Background: an optimization exercise with open tools, aiming at small area, a short achievable clock period and few clock cycles per item. Do not read the settings as production practice. The RTL was checked by simulation tests, not by an equivalence proof against the original design. No activity file was given, so power comes from the tool's default toggle rates.

**design/flow/config.mk**
```make
export PLATFORM = sky130hd
export DESIGN_NAME = variable_adjust_chain_alu
export DESIGN_NICKNAME = variable_adjust_chain_alu
export VERILOG_FILES = /design/flow/design.v
export SDC_FILE = /design/flow/constraint.sdc
export NUM_CORES = 4
export LEC_CHECK = 0
export CAP_MARGIN = 20
export CORE_MARGIN = 2
export CORE_UTILIZATION = 40
export PLACE_DENSITY = 0.6
export SLEW_MARGIN = 20
```
**design/flow/constraint.sdc**
```tcl
create_clock -name core_clock -period 7.0 [get_ports {clk}]
set_input_delay 1.4000 -clock core_clock [delete_from_list [all_inputs] [get_ports {clk}]]
set_output_delay 1.4000 -clock core_clock [all_outputs]
set_load 0.01 [all_outputs]
```
**design/flow/design.v**
```verilog
`timescale 1ns / 1ps
package vaca_pkg;
    typedef enum logic [1:0] {
        ADJ_NONE = 2'd0,
        ADJ_DIV  = 2'd1,
        ADJ_MOD  = 2'd2,
        ADJ_ADD  = 2'd3
    } adjust_kind_t;
    typedef enum logic [3:0] {
        OP_ADD   = 4'd0,
        OP_SUB   = 4'd1,
        OP_SMIN  = 4'd2,
        OP_SMAX  = 4'd3,
        OP_UMIN  = 4'd4,
        OP_UMAX  = 4'd5,
        OP_SDIV  = 4'd6,
        OP_SMOD  = 4'd7,
        OP_UDIV  = 4'd8,
        OP_UMOD  = 4'd9,
        OP_MUL   = 4'd10,
        OP_AND   = 4'd11,
        OP_OR    = 4'd12,
        OP_XOR   = 4'd13,
        OP_PASS  = 4'd14,
        OP_PASS2 = 4'd15
    } alu_op_t;
    typedef enum logic [1:0] {
        SZ_BYTE  = 2'd0,
        SZ_WORD  = 2'd1,
        SZ_DWORD = 2'd2,
        SZ_WIDE  = 2'd3
    } operand_size_t;
    typedef enum logic [3:0] {
        ST_IDLE,
        ST_SHIFT,
        ST_ADJ_ADD,
        ST_ADJ_SETUP,
        ST_DIV_RUN,
        ST_DIV_FIX,
        ST_ALU_SETUP,
        ST_DONE
    } state_t;
    localparam int unsigned DataWidth  = 32;
    localparam int unsigned StepWidth  = $clog2(DataWidth);
    localparam int unsigned ShiftDigit = 4;
    typedef struct packed {
        logic [31:0] variable_value;
        logic [4:0]  shift_count;
        logic [31:0] value_mask;
        logic [31:0] add_value;
        logic [31:0] divmod_value;
        logic [1:0]  adjust_kind;
        logic [3:0]  operation;
        logic [1:0]  operand_size;
        logic        chain_start;
        logic [31:0] start_value;
    } vaca_in_t;
    typedef struct packed {
        logic [31:0] result;
        logic        divide_by_zero;
    } vaca_out_t;
endpackage
`timescale 1ns / 1ps
import vaca_pkg::*;
module variable_adjust_chain_alu
(
    input  logic                clk,
    input  logic                rst_n,
    input  logic                in_valid,
    output logic                in_ready,
    input  logic [173:0]        in_data_bits,
    output logic                out_valid,
    input  logic                out_ready,
    output logic [32:0]         out_data_bits
);
    vaca_pkg::vaca_in_t        in_data;
    vaca_pkg::vaca_out_t       out_data;
    assign in_data       = in_data_bits;
    assign out_data_bits = out_data;
    vaca_pkg::state_t          state_reg, state_next;
    vaca_pkg::vaca_in_t        item_reg;
    logic [31:0]     acc_reg;
    logic [31:0]     v_reg;         
    logic [4:0]      cnt_reg;       
    logic [31:0]     dvd_reg;       
    logic [31:0]     rem_reg;       
    logic [31:0]     dvs_reg;       
    logic [StepWidth-1:0] step_reg;
    logic            mul_mode_reg;
    logic            want_rem_reg;
    logic            neg_reg;
    logic            alu_phase_reg;
    logic            dz_reg;
    logic [31:0]     r_reg;
    logic            out_valid_reg;
    vaca_pkg::vaca_out_t       out_data_reg;
    logic            accept;
    logic            out_free;
    logic [31:0]     mask;
    logic [31:0]     a_val, b_val, a_sx, b_sx;
    logic [31:0]     num, den, num_mag, den_mag;
    logic            num_s, den_s, ld_want_rem, ld_neg;
    logic            alu_is_div, alu_is_mul;
    logic [31:0]     alu_simple;
    logic [32:0]     trial;
    logic            trial_ge;
    logic [32:0]     trial_diff;
    logic [31:0]     fix_mag, fix_val;
    assign accept    = in_valid && in_ready;
    assign in_ready  = (state_reg == ST_IDLE);
    assign out_free  = !out_valid_reg || out_ready;
    assign out_valid = out_valid_reg;
    assign out_data  = out_data_reg;
    function logic [31:0] size_mask(input logic [1:0] size);
        logic [31:0] m;
        case (size)
            SZ_BYTE: m = 32'h0000_00FF;
            SZ_WORD: m = 32'h0000_FFFF;
            default: m = 32'hFFFF_FFFF;
        endcase
        size_mask = m;
    endfunction
    function logic [31:0] sext_size(input logic [31:0] v, input logic [1:0] size);
        logic [31:0] s;
        case (size)
            SZ_BYTE: s = {{24{v[7]}}, v[7:0]};
            SZ_WORD: s = {{16{v[15]}}, v[15:0]};
            default: s = v;
        endcase
        sext_size = s;
    endfunction
    always_comb
    begin
        mask        = size_mask(item_reg.operand_size);
        a_val       = acc_reg & mask;
        b_val       = v_reg & mask;
        a_sx        = sext_size(a_val, item_reg.operand_size);
        b_sx        = sext_size(b_val, item_reg.operand_size);
        alu_is_div  = (item_reg.operation == OP_SDIV || item_reg.operation == OP_SMOD || item_reg.operation == OP_UDIV || item_reg.operation == OP_UMOD);
        alu_is_mul  = (item_reg.operation == OP_MUL);
        num         = v_reg;
        num_s       = 1'b0;
        den         = 32'd0;
        den_s       = 1'b0;
        ld_want_rem = 1'b0;
        if (state_reg == ST_ADJ_SETUP)
        begin
            if (item_reg.adjust_kind == ADJ_DIV)
            begin
                num   = v_reg;
                num_s = v_reg[31];
                den   = sext_size(item_reg.divmod_value, item_reg.operand_size);
                den_s = den[31];
            end
            else
            begin
                num         = v_reg;
                num_s       = !((item_reg.operand_size == SZ_DWORD || item_reg.operand_size == SZ_WIDE)) && v_reg[31];
                den         = item_reg.divmod_value & mask;
                ld_want_rem = 1'b1;
            end
        end
        else
        begin
            if ((item_reg.operation == OP_SDIV || item_reg.operation == OP_SMOD))
            begin
                num   = a_sx;
                num_s = a_sx[31];
                den   = b_sx;
                den_s = b_sx[31];
            end
            else
            begin
                num = a_val;
                den = b_val;
            end
            ld_want_rem = (item_reg.operation == OP_SMOD || item_reg.operation == OP_UMOD);
        end
        num_mag = num_s ? (32'd0 - num) : num;
        den_mag = den_s ? (32'd0 - den) : den;
        ld_neg  = ld_want_rem ? num_s : (num_s ^ den_s);
    end
    always_comb
    begin
        case (item_reg.operation)
            OP_ADD:  alu_simple = a_val + b_val;
            OP_SUB:  alu_simple = a_val - b_val;
            OP_SMIN: alu_simple = ($signed(a_sx) < $signed(b_sx)) ? a_val : b_val;
            OP_SMAX: alu_simple = ($signed(a_sx) > $signed(b_sx)) ? a_val : b_val;
            OP_UMIN: alu_simple = (a_val < b_val) ? a_val : b_val;
            OP_UMAX: alu_simple = (a_val > b_val) ? a_val : b_val;
            OP_AND:  alu_simple = a_val & b_val;
            OP_OR:   alu_simple = a_val | b_val;
            OP_XOR:  alu_simple = a_val ^ b_val;
            default: alu_simple = b_val;
        endcase
    end
    always_comb
    begin
        trial      = {rem_reg, dvd_reg[31]};
        trial_ge   = (trial >= {1'b0, dvs_reg});
        trial_diff = trial - {1'b0, dvs_reg};
        fix_mag    = want_rem_reg ? rem_reg : dvd_reg;
        fix_val    = neg_reg ? (32'd0 - fix_mag) : fix_mag;
    end
    always_comb
    begin
        state_next = state_reg;
        case (state_reg)
            ST_IDLE:
            begin
                if (accept)
                begin
                    state_next = ST_SHIFT;
                end
            end
            ST_SHIFT:
            begin
                if (cnt_reg == 5'd0)
                begin
                    state_next = ST_ADJ_ADD;
                end
            end
            ST_ADJ_ADD:
            begin
                if ((item_reg.adjust_kind == ADJ_DIV || item_reg.adjust_kind == ADJ_MOD))
                begin
                    state_next = ST_ADJ_SETUP;
                end
                else
                begin
                    state_next = ST_ALU_SETUP;
                end
            end
            ST_ADJ_SETUP:
            begin
                state_next = (den == 32'd0) ? ST_ALU_SETUP : ST_DIV_RUN;
            end
            ST_DIV_RUN:
            begin
                if (step_reg == '0)
                begin
                    state_next = ST_DIV_FIX;
                end
            end
            ST_DIV_FIX:
            begin
                state_next = alu_phase_reg ? ST_DONE : ST_ALU_SETUP;
            end
            ST_ALU_SETUP:
            begin
                if (alu_is_mul || (alu_is_div && den != 32'd0))
                begin
                    state_next = ST_DIV_RUN;
                end
                else
                begin
                    state_next = ST_DONE;
                end
            end
            ST_DONE:
            begin
                if (out_free)
                begin
                    state_next = ST_IDLE;
                end
            end
            default: state_next = ST_IDLE;
        endcase
    end
    always_ff @(posedge clk or negedge rst_n)
    begin
        if (!rst_n)
        begin
            state_reg <= ST_IDLE;
        end
        else
        begin
            state_reg <= state_next;
        end
    end
    always_ff @(posedge clk or negedge rst_n)
    begin
        if (!rst_n)
        begin
            acc_reg       <= 32'd0;
            out_valid_reg <= 1'b0;
        end
        else
        begin
            if (accept && in_data.chain_start)
            begin
                acc_reg <= in_data.start_value;
            end
            else if (state_reg == ST_DONE && out_free)
            begin
                acc_reg <= r_reg & mask;
            end
            if (state_reg == ST_DONE && out_free)
            begin
                out_valid_reg <= 1'b1;
            end
            else if (out_ready)
            begin
                out_valid_reg <= 1'b0;
            end
        end
    end
    always_ff @(posedge clk)
    begin
        if (state_reg == ST_DONE && out_free)
        begin
            out_data_reg.result         <= r_reg & mask;
            out_data_reg.divide_by_zero <= dz_reg;
        end
    end
    always_ff @(posedge clk)
    begin
        case (state_reg)
            ST_IDLE:
            begin
                if (accept)
                begin
                    item_reg <= in_data;
                    v_reg    <= in_data.variable_value;
                    cnt_reg  <= in_data.shift_count;
                    dz_reg   <= 1'b0;
                end
            end
            ST_SHIFT:
            begin
                if (cnt_reg == 5'd0)
                begin
                    v_reg <= v_reg & item_reg.value_mask;
                end
                else if (cnt_reg >= 5'(ShiftDigit))
                begin
                    v_reg   <= {{ShiftDigit{v_reg[31]}}, v_reg[31:ShiftDigit]};
                    cnt_reg <= cnt_reg - 5'(ShiftDigit);
                end
                else
                begin
                    v_reg   <= {v_reg[31], v_reg[31:1]};
                    cnt_reg <= cnt_reg - 5'd1;
                end
            end
            ST_ADJ_ADD:
            begin
                if (item_reg.adjust_kind != ADJ_NONE)
                begin
                    v_reg <= v_reg + sext_size(item_reg.add_value, item_reg.operand_size);
                end
            end
            ST_ADJ_SETUP:
            begin
                if (den == 32'd0)
                begin
                    v_reg  <= 32'd0;
                    dz_reg <= 1'b1;
                end
                else
                begin
                    dvd_reg       <= num_mag;
                    dvs_reg       <= den_mag;
                    rem_reg       <= 32'd0;
                    step_reg      <= StepWidth'(DataWidth - 1);
                    mul_mode_reg  <= 1'b0;
                    want_rem_reg  <= ld_want_rem;
                    neg_reg       <= ld_neg;
                    alu_phase_reg <= 1'b0;
                end
            end
            ST_DIV_RUN:
            begin
                step_reg <= step_reg - StepWidth'(1);
                if (mul_mode_reg)
                begin
                    if (dvd_reg[0])
                    begin
                        rem_reg <= rem_reg + dvs_reg;
                    end
                    dvs_reg <= {dvs_reg[30:0], 1'b0};
                    dvd_reg <= {1'b0, dvd_reg[31:1]};
                end
                else
                begin
                    rem_reg <= trial_ge ? trial_diff[31:0] : trial[31:0];
                    dvd_reg <= {dvd_reg[30:0], trial_ge};
                end
            end
            ST_DIV_FIX:
            begin
                if (alu_phase_reg)
                begin
                    r_reg <= fix_val;
                end
                else
                begin
                    v_reg <= fix_val;
                end
            end
            ST_ALU_SETUP:
            begin
                alu_phase_reg <= 1'b1;
                step_reg      <= StepWidth'(DataWidth - 1);
                rem_reg       <= 32'd0;
                if (alu_is_mul)
                begin
                    dvd_reg      <= b_val;
                    dvs_reg      <= a_val;
                    mul_mode_reg <= 1'b1;
                    want_rem_reg <= 1'b1;
                    neg_reg      <= 1'b0;
                end
                else if (alu_is_div)
                begin
                    if (den == 32'd0)
                    begin
                        r_reg  <= 32'd0;
                        dz_reg <= 1'b1;
                    end
                    else
                    begin
                        dvd_reg      <= num_mag;
                        dvs_reg      <= den_mag;
                        mul_mode_reg <= 1'b0;
                        want_rem_reg <= ld_want_rem;
                        neg_reg      <= ld_neg;
                    end
                end
                else
                begin
                    r_reg <= alu_simple;
                end
            end
            default:
            begin
            end
        endcase
    end
endmodule
```
**design/flow/run.sh**
```bash
#!/bin/bash
# synth_recipe.tcl (not shown) runs the flow's synth.tcl, then flattens the netlist and writes it again
# the make line also repeats each setting of config.mk as NAME=value (left out here)
make -C /OpenROAD-flow-scripts/flow DESIGN_CONFIG=/design/flow/config.mk WORK_HOME=/design/flow/orfs CLKGATE_MAP_FILE= SYNTH_SCRIPT=/design/flow/synth_recipe.tcl finish
```
==> results by group <==
Floorplan
  – Initial core utilization: 40.3%
  – I/O Pins: 213
  – Chip width: 288 microns
  – Core Footprint: 80,300 sq um
  – Die area: 83,200 sq um
  – Row cnt: roughly 100
  – Die height: 288 microns

Logic synthesis
  – Gate Count Post-Synth: around 3,800
  – FF+latch count, synth: around 350
  – Syn_area_per_cell: between 8 and 9 sq um
  – Synth cell types: 104
  – Syn. warnings: 1
  – Main combinational cell family by area after synthesis: compound AO/OA/AOI/OAI gates
  – Mux cell area share after synthesis: under 10%
  – Most used DFF post-synth: edfxtp_1
  – Async SR Flop Fraction: about a tenth
  – EDFF count, synth: ~310
  – Sequential share of the synthesized area: 31.7%
  – Post-Synth Simple-Gate Area: 16.4%
  – Compound-gate portion of the synthesized area: between 20 and 30%
  – Syn Nets: 4,227
  – Mapped Area: ~32,000 sq um
  – Synth Area in Adders: 8.89%
  – Post-Synth XOR/XNOR Area: under 10%

Clock network
  – CTS Buf Count: between 40 and 50
  – CTS tree: built
  – Hold buffers post-CTS: 0
  – Clock buffer depth: 3
  – Worst-Skew Late Latency: approximately 620 ps
  – H-Tree Depth: 2
  – Sink Count: roughly 350
  – Post-CTS Setup Bufs: 0
  – # resized after CTS: 0
  – Clk slew on worst S/H paths: 60 ps
  – Clock Root Buffer: clkbuf_16

Critical path
  – CP required: 7360 ps
  – Critical-path top delay cell: ha_1
  – Crit Path Category: register to register
  – Max incr delay on CP: between 500 and 600 ps
  – Crit path DAT: 6230 ps
  – Crit-path cells: buf_12 -> and2_1 -> inv_1 -> ha_1 -> nand4bb_1 -> or3_1 -> nor4_1 -> a21boi_1 -> or2_1 -> mux2i_2 -> nand2_2 -> a221oi_2 -> nand4b_1 -> a221o_1
  – Peak fanout along the critical path: 92
  – Crit start category: register
  – Crit path capture type: register

Timing
  – Fin crit share: a little over four fifths
  – F_max: 170 MHz
  – # setup viols final: 0
  – Layout Skew: 31.3 ps
  – Pins Over Slew Limit: 0
  – Worst Max-Slew Pin Slew: approximately 1500 ps
  – RSZ-0062 raised after global routing: no
  – Final min period: just under 6000 ps
  – Final setup TNS: 0 ps
  – Hold_ws: 542 ps
  – Final hold vios: 0
  – Fin worst setup slack: 1130 ps
  – Max_slew headroom: roughly 2.4%

Global routing
  – Gr ovfl total: 0
  – GRT Total Usage: ~36%
  – First-pass GRT wire length: roughly 220,000 microns
  – Vias in the first global route: roughly 31,000
  – Initial antenna violation count: 17
  – Largest net degree at the start of global routing: 93

Layout
  – Register area: around 10,000 sq um
  – Nets: approximately 4,400
  – Non-Filler Instances: between 5,000 and 6,000
  – Layout cells sized above 1: approximately 7.4%
  – Fill count: around 7,900
  – Multi-input logic area: 20,400 sq um
  – Fin util: a little under half
  – Max reg flops: approximately 100
  – Syn-to-layout area delta: 15.4%

Place
  – Pre-CTS setup slack: ~1300 ps
  – DP Wirelength: around 120,000 microns
  – Final RePlAce weighted congestion: around 1.1
  – Cells after DPL: just under 5,000
  – PortBufs: 212

Route
  – Vias: approximately 33,000
  – DRC Markers: 0
  – Remaining antenna violation count: 0
  – WL final: between 150,000 and 200,000 microns
  – Starting DRC count in detailed routing: roughly 4,200
  – Drt pass-1 iters: 10
  – DR vias/cell: between 6 and 7
  – DR WL/cell: between 20 and 30 microns

Power
  – VDD IR max: 0.277 mV
  – Pwr/cell area: about 570 nW/um^2
  – Leakage: around 15 nW

Run status
  – Status: no timing/DRC/antenna violations

Run
  – Max Cap Viol: 0

Hold path
  – HP Class: register to register
[worst paths after layout]
check | from | end | slack (ps) | cells after the start
max in group asynchronous | rst_n | state_reg[1]$_DFFE_PN0P_ | 5580 | 2
setup / recovery | item_reg[34]$_DFFE_PP_ | r_reg[17]$_DFFE_PP_ | 1130 | 14
min in group asynchronous | rst_n | acc_reg[27]$_DFFE_PN0P_ | 900 | 2
setup reg to reg | item_reg[34]$_DFFE_PP_ | r_reg[17]$_DFFE_PP_ | 1130 | 14
hold / removal | r_reg[2]$_DFFE_PP_ | out_data_reg[3]$_DFFE_PP_ | 540 | 0
hold reg to reg | r_reg[2]$_DFFE_PP_ | out_data_reg[3]$_DFFE_PP_ | 540 | 0
[final cells by class]
type                       instances  share of cell area (%)
tap                             1060                    3.55
clock inverter                    35                    1.05
multi-input combinational       3027                    54.6
inverter                         214                    2.15
timing repair buffer             314                    7.79
clock buffer                      51                    3.24
antenna                           12                  0.0804
sequential                       348                    27.5
[placed cells by master (no fill, tap or decap), drive strengths merged, types with 16 or more instances in the layout]
cell type	count
inv	217
mux2i	114
o31ai	41
a21o	66
buf	103
nor2	313
nand3	55
a211oi	83
xnor2	119
or3	25
nand2b	47
o221ai	40
a311oi	17
nor3	83
nand2	352
o21ai	277
a31oi	60
o211ai	49
a21oi	354
o22ai	85
ha	222
or2	18
nor4	17
xor2	61
nor2b	32
dfrtp	36
a221oi	48
nand4	25
and3	31
mux2	18
clkbuf	51
nor3b	16
o21a	26
and2	52
clkdlybuf4s50	211
o21bai	27
a2111oi	17
a22oi	35
edfxtp	312
[power breakdown]
| part | switching [W] | total [W] | leakage [nW] | internal (W) |
|---|---|---|---|---|
| Sequential | 0.00117 | 0.00467 | 3.36 | 0.00350 |
| Clock | 0.00108 | 0.00257 | 0.750 | 0.00149 |
| Combinational | 0.00912 | 0.0139 | 10.4 | 0.00483 |
[critical path: cells and delay by family, from the launching register on]
family	cells	cell delay, ps
AOI/OAI and AO/OA	3	1210
DFF	1	420
buffers and inverters	2	580
muxes	1	400
adders and majority gates	1	520
and+or+nand+nor	7	2430
[Yosys cell counts (32+ instances only)]
cell | count | area [sq um]
a211oi_1 | 82 | 616
a21o_1 | 66 | 495
a21oi_1 | 353 | 1770
a221oi_1 | 44 | 385
a22oi_1 | 34 | 255
a31oi_1 | 60 | 375
and2_1 | 52 | 325
buf_2 | 34 | 170
clkbuf_1 | 160 | 601
dfrtp_1 | 36 | 901
edfxtp_1 | 312 | 9370
ha_1 | 222 | 2780
inv_1 | 209 | 785
mux2i_1 | 112 | 1120
nand2_1 | 349 | 1310
nand2b_1 | 47 | 294
nand3_1 | 53 | 265
nor2_1 | 312 | 1170
nor2b_1 | 32 | 200
nor3_1 | 81 | 405
o211ai_1 | 49 | 368
o21ai_0 | 265 | 1330
o221ai_1 | 38 | 333
o22ai_1 | 85 | 532
o31ai_1 | 35 | 263
xnor2_1 | 119 | 1040
xor2_1 | 61 | 534
[per-stage QoR]
stage	cell area, sq um	power (W)
finish	37300	0.0212
floorplan	32400	0.0132
CTS	37300	0.0206
global placement	35700	0.0180
global route	37300	0.0222
detailed placement	35700	0.0180
[logic make-up (layout without fill, tap and decap cells)]
group	after synthesis	in the layout
other	0	12
adders and majority gates	227	227
AOI/OAI and AO/OA	1382	1382
muxes	132	132
DFF	348	348
buffers and inverters	447	614
xor gates and xnor gates	180	180
and+or+nand+nor	1106	1106
[layer usage]
metal / wire length (microns) / share of wire (%) / track usage, %
met5: 189 / 0.12 / 0
met1: 56100 / 37 / 43.0
met3: 15400 / 10 / 7.84
met4: 12900 / 8.5 / 25.1
met2: 67100 / 44 / 56.0
Testbench counts, summed over its fixed seeds: cycles 99,938, items 3,200.

## static timing again, ports no longer ideal
The results above use ideal ports. As a check the final layout listed here was re-extracted and re-timed, cells and wires unchanged. Step 1 (the two cells are an assumption about what drives the block):
set clk [get_ports {clk}]
set_driving_cell -lib_cell sky130_fd_sc_hd__clkbuf_16 $clk
set_driving_cell -lib_cell sky130_fd_sc_hd__buf_2 [delete_from_list [all_inputs] $clk]
Step 2 also shifts input and output timing later by t, the mid clock arrival at the registers, as if the neighbouring blocks saw the same clock. Slacks: ideal ports / drivers / drivers and shift; pairs: ideal ports / drivers.
t, ns: 0.681
setup WS [ns]: 1.132 / 1.132 / 1.132
pins driven straight from the clock port: 1
After both steps this run still meets setup and hold. For this run, drivers alone change the setup slack by 0.000 ns; drivers and shift together by 0.000 ns.
